This is an optimization exercise on Yosys and OpenROAD, whose aim is small area, a short achievable clock period and few clock cycles per item, not a production implementation. Function was checked by simulation only, so behaviour that the tests miss may differ from the original. The clock port is modelled as an ideal driver, which makes a skipped or thinned clock tree look cheaper than it is; a real chip needs a root buffer or a tree. Power is estimated from default activity; no workload was simulated.

## nickel
// fuzzy_signature_scanner
module fuzzy_signature_scanner #(
   parameter int PATTERN_LEN = 32,
   parameter int OFFSET_BITS = 32
) (
   input  logic                      clock,
   input  logic                      reset,
   input  logic                      req_valid,
   output logic                      req_ready,
   input  logic [7:0]                req_data_byte,
   input  logic                      req_end_of_region,
   output logic                      rsp_valid,
   input  logic                      rsp_ready,
   output logic                      rsp_found,
   output logic [31:0]               rsp_hit_offset,
   input  logic                      csr_wr_en,
   input  logic [2:0]                csr_index,
   input  logic [63:0]               csr_wdata
);
For scale: about 440 flip-flops, ~120 I/O pins.
clock: 7.5 ns
lec_check: 0
abc_clock_period_in_ps: 2500
cap_margin: 20
core_margin: 2
core_utilization: 60
cts_cluster_diameter: 80
cts_cluster_size: 30
setup_slack_margin: 5
slew_margin: 20
standard.sh (not shown) runs the stock make flow with config.mk's settings and CLKGATE_MAP_FILE= SYNTH_SCRIPT=/design/flow/synth_recipe.tcl, a recipe that flattens the netlist after the stock synthesis.
==> flow/flow/run.sh <==
#!/bin/bash
set -euo pipefail
bash standard.sh \
  "BUFFER_PORTS_ARGS=-buffer_cell sky130_fd_sc_hd__buf_1" \
  "PRE_RESIZE_TCL=$PWD/flow/ports.tcl" \
  "PRE_CTS_TCL=$PWD/flow/ctsroot.tcl" \
  "CTS_ARGS=-sink_clustering_enable -repair_clock_nets -sink_clustering_size 30 -sink_clustering_max_diameter 80 -dont_use_dummy_load" \
  finish > flow.log 2>&1
==> flow/flow/ctsroot.tcl <==
rename clock_tree_synthesis my_orig_clock_tree_synthesis
proc clock_tree_synthesis {args} {
  my_orig_clock_tree_synthesis {*}$args
  set block [ord::get_db_block]
  set root [$block findInst clkbuf_0_clock]
  if {$root eq "NULL"} {
    puts "ctsroot.tcl: no root buffer clkbuf_0_clock, tree left as built"
    return
  }
  set in [[$root findITerm A] getNet]
  set out [[$root findITerm X] getNet]
  set loads {}
  foreach it [$out getITerms] { if {[$it isInputSignal]} { lappend loads $it } }
  if {[llength $loads] > 4} {
    puts "ctsroot.tcl: root buffer drives [llength $loads] pins, tree left as built"
    return
  }
  foreach it $loads { $it disconnect; $it connect $in }
  odb::dbInst_destroy $root
  odb::dbNet_destroy $out
  $in setSigType CLOCK
  puts "ctsroot.tcl: removed clkbuf_0_clock; the clock port drives [llength $loads] buffers"
}
==> flow/flow/ports.tcl <==
# PRE_RESIZE hook: the port buffers start as buf_1; the inputs that fan out to many
# enables or feed long control paths get a stronger buffer.
foreach port {csr_wr_en csr_index[0] csr_index[1] csr_index[2] reset req_valid rsp_ready req_end_of_region} {
  foreach pin [get_pins -of_objects [get_nets $port]] {
    set inst [get_cells -of_objects $pin]
    set master [get_property [get_lib_cells -of_objects $inst] name]
    if {[string match "sky130_fd_sc_hd__buf_*" $master]} {
      puts "ports.tcl: [get_full_name $inst] ($master) -> sky130_fd_sc_hd__buf_4 for $port"
      replace_cell $inst sky130_fd_sc_hd__buf_4
    }
  }
}
nickel ran to completion and came out clean on the timing, design-rule and antenna checks.
Testbench counts of nickel, summed over its fixed seeds: cycles 35,186, bytes 35,180.
[inputs] xenon vs nickel
- CTS_CLUSTER_DIAMETER: 80 -> 70
- SETUP_SLACK_MARGIN: 5 -> 4.95
- CTS_CLUSTER_SIZE: 30 -> 36
==> flow/flow/run.sh <==
#!/bin/bash
set -euo pipefail
bash standard.sh \
  "BUFFER_PORTS_ARGS=-buffer_cell sky130_fd_sc_hd__buf_1" \
  "PRE_RESIZE_TCL=$PWD/flow/ports.tcl" \
  "PRE_CTS_TCL=$PWD/flow/ctsroot.tcl" \
  "CTS_ARGS=-sink_clustering_enable -repair_clock_nets -sink_clustering_size 36 -sink_clustering_max_diameter 70 -dont_use_dummy_load" \
  finish > flow.log 2>&1
Results
xenon finished every step from synthesis to the final layout, and the layout passed the timing, design-rule and antenna checks.
Re part of the Yosys area used for sequential elements: no difference whatsoever between xenon and nickel.
First-iteration DRC count, nickel and xenon, higher one = xenon.
When xenon is set beside nickel, its worst reg-to-reg path cell count turns out to be 1 larger.
[compare] base=nickel new=xenon: count of multi-input combinational gates roughly the same; overall routed net length level.
Diff nickel -> xenon: worst setup slack went down; power went up; part of the power in registers went down.
Reported for nickel and xenon, synthesized netlist cell count turned out identical to the last digit.
From xenon to nickel, number of input and output port buffers inserted did not move at all.
For onyx, these inputs were changed with respect to xenon:
- CTS_CLUSTER_DIAMETER: 70 -> 80
- SETUP_SLACK_MARGIN: 4.95 -> 4.7
- CTS_CLUSTER_SIZE: 36 -> 30
==> flow/flow/run.sh <==
#!/bin/bash
set -euo pipefail
bash standard.sh \
  "BUFFER_PORTS_ARGS=-buffer_cell sky130_fd_sc_hd__buf_1" \
  "PRE_RESIZE_TCL=$PWD/flow/ports.tcl" \
  "CTS_ARGS=-sink_clustering_enable -repair_clock_nets -sink_clustering_size 30 -sink_clustering_max_diameter 80 -dont_use_dummy_load" \
  finish > flow.log 2>&1
removed: flow/flow/ctsroot.tcl
Notes after the runs:
- Summary of onyx over xenon: required arrival time at the worst endpoint picked up an extra 70 ps, register share of total power moved up, portion of total power attributed to the clock network dropped 1.6 points.
- onyx vs xenon: cell area down in onyx
- Highest clock frequency the design can meet (xenon / onyx): 1.12
- onyx vs. xenon: portion of the clock cycle consumed by the worst path in the final layout increased by 4.1 points relative to the old numbers, final critical path time including I/O delays and setup now larger, count of clock-buffer cells in the layout fell 5.
- | setup slack | onyx vs xenon | 310 ps lower |
- Register fraction of the total cell area delta for onyx relative to xenon: 0.98 points higher
The inputs of cedar differ from those of onyx as listed below.
- SETUP_SLACK_MARGIN changed from 4.7 to 5
- CORE_UTILIZATION changed from 60 to 63
--- a/flow/flow/run.sh
+++ b/flow/flow/run.sh
@@ -4,4 +4,5 @@
   "BUFFER_PORTS_ARGS=-buffer_cell sky130_fd_sc_hd__buf_1" \
   "PRE_RESIZE_TCL=$PWD/flow/ports.tcl" \
+  "PRE_CTS_TCL=$PWD/flow/ctsroot.tcl" \
   "CTS_ARGS=-sink_clustering_enable -repair_clock_nets -sink_clustering_size 30 -sink_clustering_max_diameter 80 -dont_use_dummy_load" \
   finish > flow.log 2>&1
==> flow/flow/ctsroot.tcl (new file) <==
rename clock_tree_synthesis my_orig_clock_tree_synthesis
proc clock_tree_synthesis {args} {
  my_orig_clock_tree_synthesis {*}$args
  set block [ord::get_db_block]
  set root [$block findInst clkbuf_0_clock]
  if {$root eq "NULL"} {
    puts "ctsroot.tcl: no root buffer clkbuf_0_clock, tree left as built"
    return
  }
  set in [[$root findITerm A] getNet]
  set out [[$root findITerm X] getNet]
  set loads {}
  foreach it [$out getITerms] { if {[$it isInputSignal]} { lappend loads $it } }
  if {[llength $loads] > 4} {
    puts "ctsroot.tcl: root buffer drives [llength $loads] pins, tree left as built"
    return
  }
  foreach it $loads { $it disconnect; $it connect $in }
  odb::dbInst_destroy $root
  odb::dbNet_destroy $out
  $in setSigType CLOCK
  puts "ctsroot.tcl: removed clkbuf_0_clock; the clock port drives [llength $loads] buffers"
}
==> flow/flow/ports.tcl <==
# PRE_RESIZE hook: the port buffers start as buf_1; the inputs that fan out to many
# enables or feed long control paths get a stronger buffer.
foreach {port cell} {csr_wr_en buf_8 csr_index[0] buf_8 csr_index[1] buf_8 csr_index[2] buf_8 reset buf_4 req_valid buf_4 rsp_ready buf_4 req_end_of_region buf_4} {
  foreach pin [get_pins -of_objects [get_nets $port]] {
    set inst [get_cells -of_objects $pin]
    set master [get_property [get_lib_cells -of_objects $inst] name]
    if {[string match "sky130_fd_sc_hd__buf_*" $master]} {
      puts "ports.tcl: [get_full_name $inst] ($master) -> sky130_fd_sc_hd__$cell for $port"
      replace_cell $inst sky130_fd_sc_hd__$cell
    }
  }
}
Findings:
cedar completed end to end with timing, DRC and antenna clean.
In the final reports, the cell area of cedar is larger than that of onyx.
cedar vs. onyx: final layout net count rose by 1.0%, non-clock buffer count rose about 7%.
onyx → cedar: first-pass GRT wire length went up by 2500 µm, final worst slack went up by 390 ps, count of cell instances traversed by the critical path went down by 2.
Looking at register fraction of the total cell area, cedar sits 0.75 points lower than onyx does.
For onyx, the worst setup path startpoint was csr_index[1], unlike cedar, where it was off_ff[3].
| via count of the first global-routing pass | cedar vs onyx | 280 higher |
Between cedar and onyx, clock share of power is lower for cedar, onyx comes in above that.
Total power of cedar falls short of that of onyx slightly.
Modified inputs, pepper compared to cedar
- CORE_UTILIZATION now 60, was 63
- SETUP_SLACK_MARGIN now 4.85, was 5
==> flow/flow/run.sh <==
#!/bin/bash
set -euo pipefail
bash standard.sh \
  "BUFFER_PORTS_ARGS=-buffer_cell sky130_fd_sc_hd__buf_1" \
  "PRE_RESIZE_TCL=$PWD/flow/ports.tcl" \
  "CTS_ARGS=-sink_clustering_enable -repair_clock_nets -sink_clustering_size 30 -sink_clustering_max_diameter 80 -dont_use_dummy_load" \
  finish > flow.log 2>&1
==> flow/flow/ports.tcl <==
# PRE_RESIZE hook: the port buffers start as buf_1; the inputs that fan out to many
# enables or feed long control paths get a stronger buffer.
foreach port {csr_wr_en csr_index[0] csr_index[1] csr_index[2] reset req_valid rsp_ready req_end_of_region} {
  foreach pin [get_pins -of_objects [get_nets $port]] {
    set inst [get_cells -of_objects $pin]
    set master [get_property [get_lib_cells -of_objects $inst] name]
    if {[string match "sky130_fd_sc_hd__buf_*" $master]} {
      puts "ports.tcl: [get_full_name $inst] ($master) -> sky130_fd_sc_hd__buf_4 for $port"
      replace_cell $inst sky130_fd_sc_hd__buf_4
    }
  }
}
removed: flow/flow/ctsroot.tcl
Findings:
- Of the two values seen for worst setup path startpoint, off_ff[3] was produced by cedar and off_ff[29] by pepper.
- Against cedar, pepper comes in 8.2 ps higher on worst hold slack.
- The run showing the greater wire length of the first global-routing pass is cedar.
- Comparing pepper and cedar, normalized max-slew margin is higher on cedar.
- Cell area after layout in pepper is about 1% lower than in cedar
- pepper against cedar: post-synthesis share of cell area spent on full adders, half adders and majority gates now sits at about the same level; signal arrival time at the worst endpoint now sits higher; portion of total power attributed to combinational logic now sits lower.
- Comparing pepper and cedar, the lower final clock period utilization by the worst path was measured on cedar.

-- afterwards: timing with drivers on the ports --
Ports are ideal in the flow. The routed layouts listed here were re-timed in OpenROAD. Step 1, drivers: a clkbuf_16 drives clock and a buf_2 each remaining input, both assumed. Step 2 adds t to the input delays and takes it off the output delays; t is the mean of the earliest and latest rising clock arrival at the registers after step 1. Input paths then give back, and output paths get back, about the clock's delay inside the block. a / b / c = ideal / step 1 / step 2; a / b = the first two.
| run | t (ns) | setup slack, ns | latest minus earliest clock arrival (ns) | worst data-port slew with drivers (ns) | cell pins on the clock port's net |
|---|---|---|---|---|---|
| nickel | 0.476 | 4.999 / 4.963 / 4.568 | 0.043 / 0.042 | 0.08 | 2 |
| xenon | 0.499 | 4.946 / 4.932 / 4.494 | 0.106 / 0.106 | 0.08 | 2 |
| onyx | 0.591 | 4.641 / 4.673 / 4.082 | 0.046 / 0.046 | 0.08 | 1 |
| cedar | 0.462 | 5.031 / 4.963 / 4.594 | 0.043 / 0.043 | 0.09 | 2 |
| pepper | 0.594 | 4.889 / 4.834 / 4.325 | 0.042 / 0.042 | 0.09 | 1 |
After both steps setup and hold are still met in every run listed. For pepper, which loses most, drivers alone change the setup slack by -0.055 ns; drivers and shift together by -0.564 ns.
